Context: an optimization exercise on an open-source flow, tuned for small area, a short achievable clock period and few clock cycles. The choices shown serve that exercise and are no tape-out recipe. In this exercise RTL edits were held to simulation tests only and were not proved equivalent to the original. Power is estimated from default activity; no workload was simulated.

--- design/flow/design.v ---
package icache_pkg;
   localparam int ADDR_W         = 32;
   localparam int FETCH_W        = 64;    
   localparam int MEM_W          = 32;    
   localparam int WORDS_PER_LINE = 2;
   localparam int BEATS_PER_LINE = FETCH_W / MEM_W * WORDS_PER_LINE;
   localparam int LINE_W         = FETCH_W * WORDS_PER_LINE;
   localparam int ID_W           = 8;
   localparam int BYTE_OFF_W = $clog2(FETCH_W / 8);
   localparam int WORD_SEL_W = $clog2(WORDS_PER_LINE);
   localparam int LINE_OFF_W = BYTE_OFF_W + WORD_SEL_W;    
   typedef union packed {
      logic [BEATS_PER_LINE-1:0][MEM_W-1:0]   beats;
      logic [WORDS_PER_LINE-1:0][FETCH_W-1:0] words;
   } line_u;
endpackage
`timescale 1ns/10ps
module icache_top
(
   input  logic                             clk,
   input  logic                             rst_n,
   input  logic                             fetch_req_i,
   input  logic [icache_pkg::ADDR_W-1:0]    fetch_addr_i,
   input  logic [icache_pkg::ID_W-1:0]      fetch_id_i,
   output logic                             fetch_grant_o,
   output logic                             fetch_r_valid_o,
   output logic [icache_pkg::FETCH_W-1:0]   fetch_r_data_o,
   output logic [icache_pkg::ID_W-1:0]      fetch_r_id_o,
   output logic                             mem_ar_valid_o,
   input  logic                             mem_ar_ready_i,
   output logic [icache_pkg::ADDR_W-1:0]    mem_ar_addr_o,
   output logic [7:0]                       mem_ar_len_o,
   input  logic                             mem_r_valid_i,
   output logic                             mem_r_ready_o,
   input  logic [icache_pkg::MEM_W-1:0]     mem_r_data_i,
   input  logic                             mem_r_last_i,
   input  logic                             ctrl_enable_req_i,
   output logic                             ctrl_enable_ack_o,
   input  logic                             ctrl_disable_req_i,
   output logic                             ctrl_disable_ack_o,
   input  logic                             ctrl_flush_req_i,
   output logic                             ctrl_flush_ack_o,
   output logic                             ctrl_pending_o
);
   localparam int QD  = 8;               
   localparam int QW  = $clog2(QD);
   localparam int MD  = 3;               
   localparam int MW  = 2;
   localparam logic [1:0] K_HIT = 2'd0;
   localparam logic [1:0] K_MISS = 2'd1;
   localparam logic [1:0] K_BYP = 2'd2;
   logic            enabled_q;
   logic            rdy_q;               
   logic            idle_q;              
   logic            s1_valid_q;
   logic [31:3]     s1_addr_q;
   logic [7:0]      s1_id_q;
   logic [23:0]     tags_q  [16][2];
   logic [1:0]      valid_q [16];
   logic            rr_q    [16];
   logic [31:0]     data_q  [2][16][4];
   logic [7:0]      q_id    [QD];
   logic [1:0]      q_kind  [QD];
   logic [3:0]      q_set   [QD];
   logic            q_way   [QD];
   logic            q_word  [QD];
   logic [QW-1:0]   q_head_q, q_tail_q;
   logic [QW:0]     q_cnt_q;
   logic [31:3]     m_addr  [MD];
   logic            m_byp   [MD];
   logic            m_way   [MD];
   logic            m_hold  [MD];
   logic [MW-1:0]   m_head_q, m_tail_q;
   logic [MW:0]     m_cnt_q;
   logic            b_act_q;
   logic            b_byp_q;
   logic            b_hold_q;
   logic [3:0]      b_set_q;
   logic            b_way_q;
   logic [1:0]      b_beat_q;
   logic [QW:0]     lines_q;             
   logic            r_valid_q;
   logic [7:0]      r_id_q;
   logic [63:0]     r_data_q;
   logic grant;
   assign grant              = fetch_req_i & rdy_q;
   assign fetch_grant_o      = grant;
   assign ctrl_enable_ack_o  = ctrl_enable_req_i & idle_q;
   assign ctrl_disable_ack_o = ctrl_disable_req_i & idle_q;
   assign ctrl_flush_ack_o   = ctrl_flush_req_i & idle_q;
   assign ctrl_pending_o     = s1_valid_q | (q_cnt_q != '0) | r_valid_q;
   logic [3:0]  s1_set;
   logic [23:0] s1_tag;
   logic [23:0] t0, t1;
   logic [1:0]  v;
   logic        h0, h1, hit, victim, way;
   logic        do_fill;             
   logic        push_m;              
   logic        conflict;
   assign s1_set = s1_addr_q[7:4];
   assign s1_tag = s1_addr_q[31:8];
   assign t0     = tags_q[s1_set][0];
   assign t1     = tags_q[s1_set][1];
   assign v      = valid_q[s1_set];
   assign h0     = v[0] & (t0 == s1_tag);
   assign h1     = v[1] & (t1 == s1_tag);
   assign hit    = h0 | h1;
   assign victim = ~v[0] ? 1'b0 : ~v[1] ? 1'b1 : rr_q[s1_set];
   assign way    = hit ? h1 : victim;
   assign do_fill = s1_valid_q & enabled_q & ~hit;
   assign push_m  = s1_valid_q & ~(enabled_q & hit);
   always_comb
   begin
      conflict = 1'b0;
      for (int i = 0; i < QD; i++)
         if (((QW+1)'(i - int'(q_head_q)) & (QW+1)'(QD-1)) < q_cnt_q &&
             q_kind[i] != K_BYP && q_set[i] == s1_set && q_way[i] == victim)
            conflict = 1'b1;
   end
   logic        ar_hs, beat_ok, last_ok, b_free;
   logic        head_valid;
   logic [1:0]  head_kind;
   logic [3:0]  head_set;
   logic        head_way, head_word;
   logic [7:0]  head_id;
   assign head_valid = q_cnt_q != '0;
   assign head_kind  = q_kind[q_head_q];
   assign head_set   = q_set[q_head_q];
   assign head_way   = q_way[q_head_q];
   assign head_word  = q_word[q_head_q];
   assign head_id    = q_id[q_head_q];
   assign b_free = ~b_hold_q | (head_valid & (head_kind == K_MISS) & (lines_q == '0));
   assign mem_ar_valid_o = (m_cnt_q != '0) & ~b_act_q;
   assign mem_ar_addr_o  = {m_addr[m_head_q][31:4],
                            m_byp[m_head_q] & m_addr[m_head_q][3], 3'b000};
   assign mem_ar_len_o   = m_byp[m_head_q] ? 8'd1 : 8'd3;
   assign mem_r_ready_o  = b_act_q & b_free;
   assign ar_hs   = mem_ar_valid_o & mem_ar_ready_i;
   assign beat_ok = b_act_q & b_free & mem_r_valid_i;
   assign last_ok = beat_ok & mem_r_last_i;
   logic        pop_arr, pop_byp, pop;
   logic [63:0] rd_word;
   assign pop_arr = head_valid & ((head_kind == K_HIT) |
                                  ((head_kind == K_MISS) & (lines_q != '0)));
   assign pop_byp = beat_ok & b_byp_q & (b_beat_q == 2'd1);
   assign pop     = pop_arr | pop_byp;
   assign rd_word = {data_q[head_way][head_set][{head_word, 1'b1}],
                     data_q[head_way][head_set][{head_word, 1'b0}]};
   assign fetch_r_valid_o = r_valid_q;
   assign fetch_r_id_o    = r_id_q;
   assign fetch_r_data_o  = r_data_q;
   logic [QW:0] q_cnt_n;
   logic [MW:0] m_cnt_n;
   logic        s1_valid_n, b_act_n;
   assign q_cnt_n    = q_cnt_q + (QW+1)'(s1_valid_q) - (QW+1)'(pop);
   assign m_cnt_n    = m_cnt_q + (MW+1)'(push_m) - (MW+1)'(ar_hs);
   assign s1_valid_n = grant;
   assign b_act_n    = ar_hs | (b_act_q & ~last_ok);
   always_ff @(posedge clk or negedge rst_n)
   begin
      if (!rst_n)
      begin
         enabled_q  <= 1'b0;
         rdy_q      <= 1'b0;
         idle_q     <= 1'b0;
         s1_valid_q <= 1'b0;
         q_head_q   <= '0;
         q_tail_q   <= '0;
         q_cnt_q    <= '0;
         m_head_q   <= '0;
         m_tail_q   <= '0;
         m_cnt_q    <= '0;
         b_act_q    <= 1'b0;
         b_beat_q   <= '0;
         lines_q    <= '0;
         r_valid_q  <= 1'b0;
         for (int s = 0; s < 16; s++)
         begin
            valid_q[s] <= '0;
            rr_q[s]    <= 1'b0;
         end
      end
      else
      begin
         if (ctrl_enable_ack_o)
            enabled_q <= 1'b1;
         else if (ctrl_disable_ack_o)
            enabled_q <= 1'b0;
         s1_valid_q <= s1_valid_n;
         rdy_q  <= (q_cnt_n + (QW+1)'(s1_valid_n) <= (QW+1)'(QD - 1)) &&
                   (m_cnt_n + (MW+1)'(s1_valid_n) <= (MW+1)'(MD - 1));
         idle_q <= ~s1_valid_n & (q_cnt_n == '0) & (m_cnt_n == '0) & ~b_act_n;
         if (s1_valid_q)
            q_tail_q <= q_tail_q + 1'b1;
         if (pop)
            q_head_q <= q_head_q + 1'b1;
         q_cnt_q <= q_cnt_n;
         if (push_m)
            m_tail_q <= (m_tail_q == MW'(MD - 1)) ? '0 : m_tail_q + 1'b1;
         if (ar_hs)
            m_head_q <= (m_head_q == MW'(MD - 1)) ? '0 : m_head_q + 1'b1;
         m_cnt_q <= m_cnt_n;
         b_act_q <= b_act_n;
         if (ar_hs)
            b_beat_q <= '0;
         else if (beat_ok)
            b_beat_q <= b_beat_q + 1'b1;
         lines_q <= lines_q + (QW+1)'(last_ok & ~b_byp_q)
                            - (QW+1)'(pop_arr & (head_kind == K_MISS));
         r_valid_q <= pop;
         if (ctrl_flush_ack_o)
         begin
            for (int s = 0; s < 16; s++)
               valid_q[s] <= '0;
         end
         else if (do_fill)
         begin
            valid_q[s1_set][victim] <= 1'b1;
            rr_q[s1_set]            <= ~rr_q[s1_set];
         end
      end
   end
   always_ff @(posedge clk)
   begin
      if (grant)
      begin
         s1_addr_q <= fetch_addr_i[31:3];
         s1_id_q   <= fetch_id_i;
      end
      if (do_fill)
         tags_q[s1_set][victim] <= s1_tag;
      if (s1_valid_q)
      begin
         q_id[q_tail_q]   <= s1_id_q;
         q_kind[q_tail_q] <= ~enabled_q ? K_BYP : hit ? K_HIT : K_MISS;
         q_set[q_tail_q]  <= s1_set;
         q_way[q_tail_q]  <= way;
         q_word[q_tail_q] <= s1_addr_q[3];
      end
      if (push_m)
      begin
         m_addr[m_tail_q] <= s1_addr_q;
         m_byp[m_tail_q]  <= ~enabled_q;
         m_way[m_tail_q]  <= victim;
         m_hold[m_tail_q] <= conflict;
      end
      if (ar_hs)
      begin
         b_byp_q  <= m_byp[m_head_q];
         b_hold_q <= m_hold[m_head_q] & ~m_byp[m_head_q];
         b_set_q  <= m_addr[m_head_q][7:4];
         b_way_q  <= m_way[m_head_q];
      end
      else if (b_free)
         b_hold_q <= 1'b0;
      if (beat_ok & ~b_byp_q)
         data_q[b_way_q][b_set_q][b_beat_q] <= mem_r_data_i;
      if (pop_arr)
      begin
         r_id_q   <= head_id;
         r_data_q <= rd_word;
      end
      else if (beat_ok & b_byp_q)
      begin
         if (b_beat_q == 2'd0)
            r_data_q[31:0]  <= mem_r_data_i;
         else
         begin
            r_data_q[63:32] <= mem_r_data_i;
            r_id_q          <= head_id;
         end
      end
   end
endmodule
--- design/flow/run.sh ---
#!/bin/bash
# synth_recipe.tcl (not shown) runs the flow's synth.tcl, then flattens the netlist and writes it again
# the make line also repeats each setting of config.mk as NAME=value (left out here)
make -C /OpenROAD-flow-scripts/flow DESIGN_CONFIG=/design/flow/config.mk WORK_HOME=/design/flow/orfs CLKGATE_MAP_FILE= SYNTH_SCRIPT=/design/flow/synth_recipe.tcl finish
--- design/flow/config.mk ---
export PLATFORM = sky130hd
export DESIGN_NAME = icache_top
export DESIGN_NICKNAME = icache_top
export VERILOG_FILES = /design/flow/design.v
export SDC_FILE = /design/flow/constraint.sdc
export NUM_CORES = 4
export LEC_CHECK = 0
export CAP_MARGIN = 20
export CORE_MARGIN = 2
export CORE_UTILIZATION = 40
export SLEW_MARGIN = 20
--- design/flow/constraint.sdc ---
create_clock -name core_clock -period 8.0 [get_ports {clk}]
set_input_delay 1.6000 -clock core_clock [delete_from_list [all_inputs] [get_ports {clk}]]
set_output_delay 1.6000 -clock core_clock [all_outputs]
set_load 0.01 [all_outputs]
==> notes.md <==
- In this run the critical register-to-register path is captured at rdy_q.
- For this run, the top clock speed supported by timing is 159.9 MHz.
- After clock tree synthesis, the repair step resized 0 gates.
- The region available for standard cell placement spans 520900 µm².
- The dominant register cell in the synthesized netlist is edfxtp_1.
- Leaving out fill and tap cells, the most frequent cells in the layout are edfxtp_1, nand2_1, nand3_1.
- CTS built an H-tree with a depth of 6.
- The combinational power share is 0.385.
- Detailed routing inserted a total of 130066 vias.
- The number of synthesized flops with an enable pin is 5204.
- In the routed layout, each cell is associated on average with a via count of 5.785.
- VDD sags by at most 0.3971 mV.
- The worst setup path is captured at a flop.
- The longest clock path from root to sink contains 4 buffers.
- For this run, the post-layout net count is 15208.
- The detailed router finished its first iteration with 17606 violations.
- The setup total negative slack is 0 ns.
- The horizontal die dimension is 727.0 µm.
- At the pin with the least slew margin, the transition time is 1.329 ns.
- Internal power comes to 55.18 mW.
- The fraction of the yosys area taken by sequential cells is 0.7569.
- The weighted congestion reported at the end of routability-driven placement is 0.8286.
- The number of standard-cell rows in the floorplan is 265.
- Setup repair after global routing left no endpoint under its margin.
- The fill cell instance count of the final layout is 45061.
- The area share of the leading cell type in the synthesized netlist is 0.7473.
- The relative area change from synthesis to final layout is 14.38%.
- The number of maximum-capacitance violations is 0.
- Along the worst path, the maximum fanout reaches 13.
- The switching power total is 37.22 mW.
- By area, the combinational part of the netlist is dominated by simple AND/OR/NAND/NOR gates.
- In this run the most critical hold path is launched from valid_q[1][1].
- In this run the tool buffered the top-level ports with 187 buffer cells.
- The ratio of cells with drive above 1 in the final layout is 0.1145.
- The xor/xnor cell area share of the yosys netlist is 0.004057.
- The post-CTS repair timing setup buffer count is 0.
- The element type at the critical path start is a flop.
- The final clock skew is 0.1675 ns.
- Final hold analysis gives a worst-case slack of 0.4760 ns.
- The category of the critical setup timing path is flop to flop.
- The number of buffers created by CTS is 558.
- The routing usage on met2 is 0.3609.
- For this run, asynchronously set or reset flops after synthesis account for 0.01457.
- The worst-case headroom to the max-slew limit is 0.1098.
- The DRC violation count after routing is 0.
- In this run the most used layer during global routing was met2.
- The sequential power share is 0.345.
- The global routing usage on met1 is 0.3264.
- The top-level I/O count is 201.
- The final hold violation count is 0.
- The residual antenna-violating net count after detailed routing is 0.
- The maximum number of pins on one net before global-route repair is 160.
- Setup slack on the critical path of the routed design comes to 1.748 ns.
- The clock-pin transition on the worst setup and hold timing paths is 0.06 ns.
- Total power for the finished layout comes to 92.40 mW.
- The number of max-slew violations in the final report came to 0.
- The initial antenna violation count is 43.
- In the final routed layout, each cell accounts on average for 27.82 µm.
- By area the synthesized netlist is led by edfxtp_1, nand2_1, nand3_1.
- The cell type contributing the most total cell area after synthesis is edfxtp_1.
- The most common cell after layout, fill and taps aside is edfxtp_1.
- Across all register-to-register paths, the minimum setup slack is 1.75 ns.
- In the global route stage, met3 resource usage came out at 0.03758.
- The floorplan step set the die height to 727.0 µm.
- The ratio of total power to cell area is 386.3 nW/µm².
- Data on the critical path arrives at its endpoint at 7.19 ns.
- TritonCTS built the clock tree.
- Setup violations remaining at the end of the flow were counted as 0.
- The adder and majority cell fraction of the synthesized area is 0.002202.
- The mean instance size in the synthesized netlist is 14.10 µm².
- The count of state elements after synthesis is 5285.
- The classification of the worst-slack hold path is flop to flop.
- The first global-routing pass estimated 891.3 mm of wire.
- In this run, distinct cell masters in the synthesized netlist total 78.
- The root buffer cell is clkbuf_16.
- The post-synthesis cell count is 14833.
- After synthesis, the share of cell area in mux cells is 0.03703.
- The minimum clock period after layout is 6.252 ns.
- Summing every instance area after synthesis gives 209100 µm².
- The simple-gate portion of the synthesized area is 0.1395.
- The number of iterations in the first detailed-routing pass is 6.
- The clock drives 5285 sinks.
- The worst register-to-register path begins at s1_addr_q[4].
- The number of global-route vias before repair is 122634.
- The worst hold endpoint is valid_q[1][1].
- Clock latency on the worst-skew pair, taken at its later pin, is 1.12 ns.
- The switching fraction of total power is 0.4028.
- The required arrival time at the worst endpoint is 8.94 ns.
- The sum of routed wire length over all layers is 625.5 mm.
- Counting instances, the worst hold path has a depth of 2.
- The die covers 528600 µm².
- Counting cells, the worst reg-to-reg path comes to 18.
- The leakage power is 79.59 nW.
- The flow ran to the end and the layout has no timing, DRC or antenna violations.
- Of the available clock period, the critical path in the final layout requires 0.7816.
- For this design, the CTS-stage hold fixing added 0 buffers.
- The worst slack at placement is 1.700 ns.
- For this configuration, the core starts out at a cell density of 0.4014.
- After legalization and detailed placement, the total HPWL measured 349.4 mm.
- The final global-route overflow total is 0.
- For this run, the total global-route usage over all layers was measured as 0.2294.
- Of the total power, the clock network draws 0.270.
- For this run, the number of Yosys warnings is 3.
- The fraction of the mapped netlist area in compound gates is 0.04065.
[cells in the mapped netlist (11+ instances only)]
cell type and instances:
a211oi_1 11, nor2_1 237, a221oi_1 17, a32oi_1 15
buf_1 198, a21o_1 11, a31oi_1 119, and3_1 256
buf_2 34, edfxtp_1 5204, a21oi_1 79, buf_4 20
mux2i_1 148, ha_1 32, mux2_2 54, o31ai_1 36
mux4_2 244, a22oi_1 22, inv_1 58, o21ai_0 119
dfrtp_1 77, o2111ai_1 41, nand4_1 29, clkbuf_1 730
nor4_1 17, a311oi_1 536, xor2_1 21, nand3_1 2040
o22ai_1 41, and2_1 12, nor3_1 37, nor2b_1 19
xnor2_1 74, nand2_1 4108
[cells by family (layout without fill, tap and decap cells)]
logic type | Yosys count | after routing
compound gates | 1112 | 1112
xor+xnor | 96 | 96
fa+ha+maj | 35 | 35
buf+inv | 1049 | 1736
flops | 5285 | 5285
mux | 452 | 452
other cells | 2 | 22
simple gates | 6802 | 6802
[how the worst max path moves through the flow]
stage | from | to | slack [ns] | depth (start not counted)
2_1_floorplan | q_head_q[0] | r_data_q[32] | 2.11 | 10
3_3_place_gp | q_head_q[1] | data_q[11][17] | 1.72 | 12
3_5_place_dp | s1_addr_q[4] | rdy_q | 1.70 | 18
4_1_cts | s1_addr_q[4] | rdy_q | 1.66 | 18
5_1_grt | s1_addr_q[4] | rdy_q | 1.23 | 18
6_report | s1_addr_q[4] | rdy_q | 1.75 | 18
[flip-flops by register name, summed over array words and instances (netlist names), 16 cells and up, named ones only]
name / count
tags_q: 768
q_id: 64
r_data_q: 64
rr_q: 16
q_set: 32
m_addr: 87
s1_addr_q: 29
data_q: 4096
valid_q: 32
q_kind: 16
[layout make-up]
cell class | instances | area [µm²] | share of cell area
clock inverter | 287 | 2691 | 0.01125
clock buffer | 709 | 14710 | 0.06150
multi-input combinational | 8507 | 48180 | 0.2014
antenna | 12 | 30.03 | 0.0001256
sequential | 5285 | 158300 | 0.6618
timing repair buffer | 679 | 6356 | 0.02658
tap | 6942 | 8686 | 0.03632
inverter | 61 | 229.0 | 0.0009573
[worst max-delay path, stage by stage (launching register included)]
cell	delay, ns
edfxtp_1	0.96
buf_4	0.40
mux4_2	0.58
a211o_1	0.30
a2111oi_0	0.40
buf_4	0.21
o2111ai_1	0.20
nor4_1	0.72
nand3_1	0.34
o211ai_2	0.29
ha_1	0.31
inv_1	0.05
ha_1	0.13
inv_1	0.05
fa_1	0.40
xnor2_1	0.15
xnor2_1	0.28
xor2_1	0.12
a211oi_1	0.21
[metrics by stage]
| stage | instance area (µm²) | cells | utilization |
|---|---|---|---|
| after floorplan | 209100 | 14841 | - |
| after global placement | 221300 | 21457 | 0.4249 |
| after detailed placement | 221500 | 21466 | 0.4253 |
| after CTS | 238900 | 22462 | 0.4587 |
| after global routing | 239100 | 22472 | 0.4591 |
| final | 239200 | 22482 | 0.4592 |
[per-layer routing]
metal  up-vias  share of wire
met5         -        0.00017
met1     66262           0.41
li1      56081              -
met2      6616           0.46
met4        16          0.035
met3      1091          0.096
[power groups by stage]
stage               combinational, mW  sequential (mW)  clock (mW)
floorplan                        20.5             32.3           0
global placement                 34.9             32.5           0
CTS                              35.1             31.9        25.2
detailed placement               35.0             32.5           0
finish                           35.6             31.9        25.0
global route                     38.0             31.9        26.3
Testbench counts, summed over its fixed seeds: cycles 42,333.

==> static timing again, ports no longer ideal <==
In the flow no input, the clock included, has a driving cell. The finished layout below was timed again as built, in two steps.
Step 1 assumes that a clkbuf_16 drives the clock port and a buf_2 every other input.
Step 2 moves the port delays by t, midway between the first and last clock arrival at a register: inputs arrive t later, outputs are due t later. That takes back most of the time a late clock gives input paths.
a / b / c = no drivers / after step 1 / after step 2; a / b = the first two.
t, ns: 1.143
setup WS [ns]: 1.747 / 1.727 / 1.747
worst register clock-pin slew, ns: 0.07 / 0.07
worst slew at a driven data input, ns: 0.16
After both steps this run still meets setup and hold. The setup slack of this run moves by -0.020 ns with the drivers and by 0.000 ns with both steps.
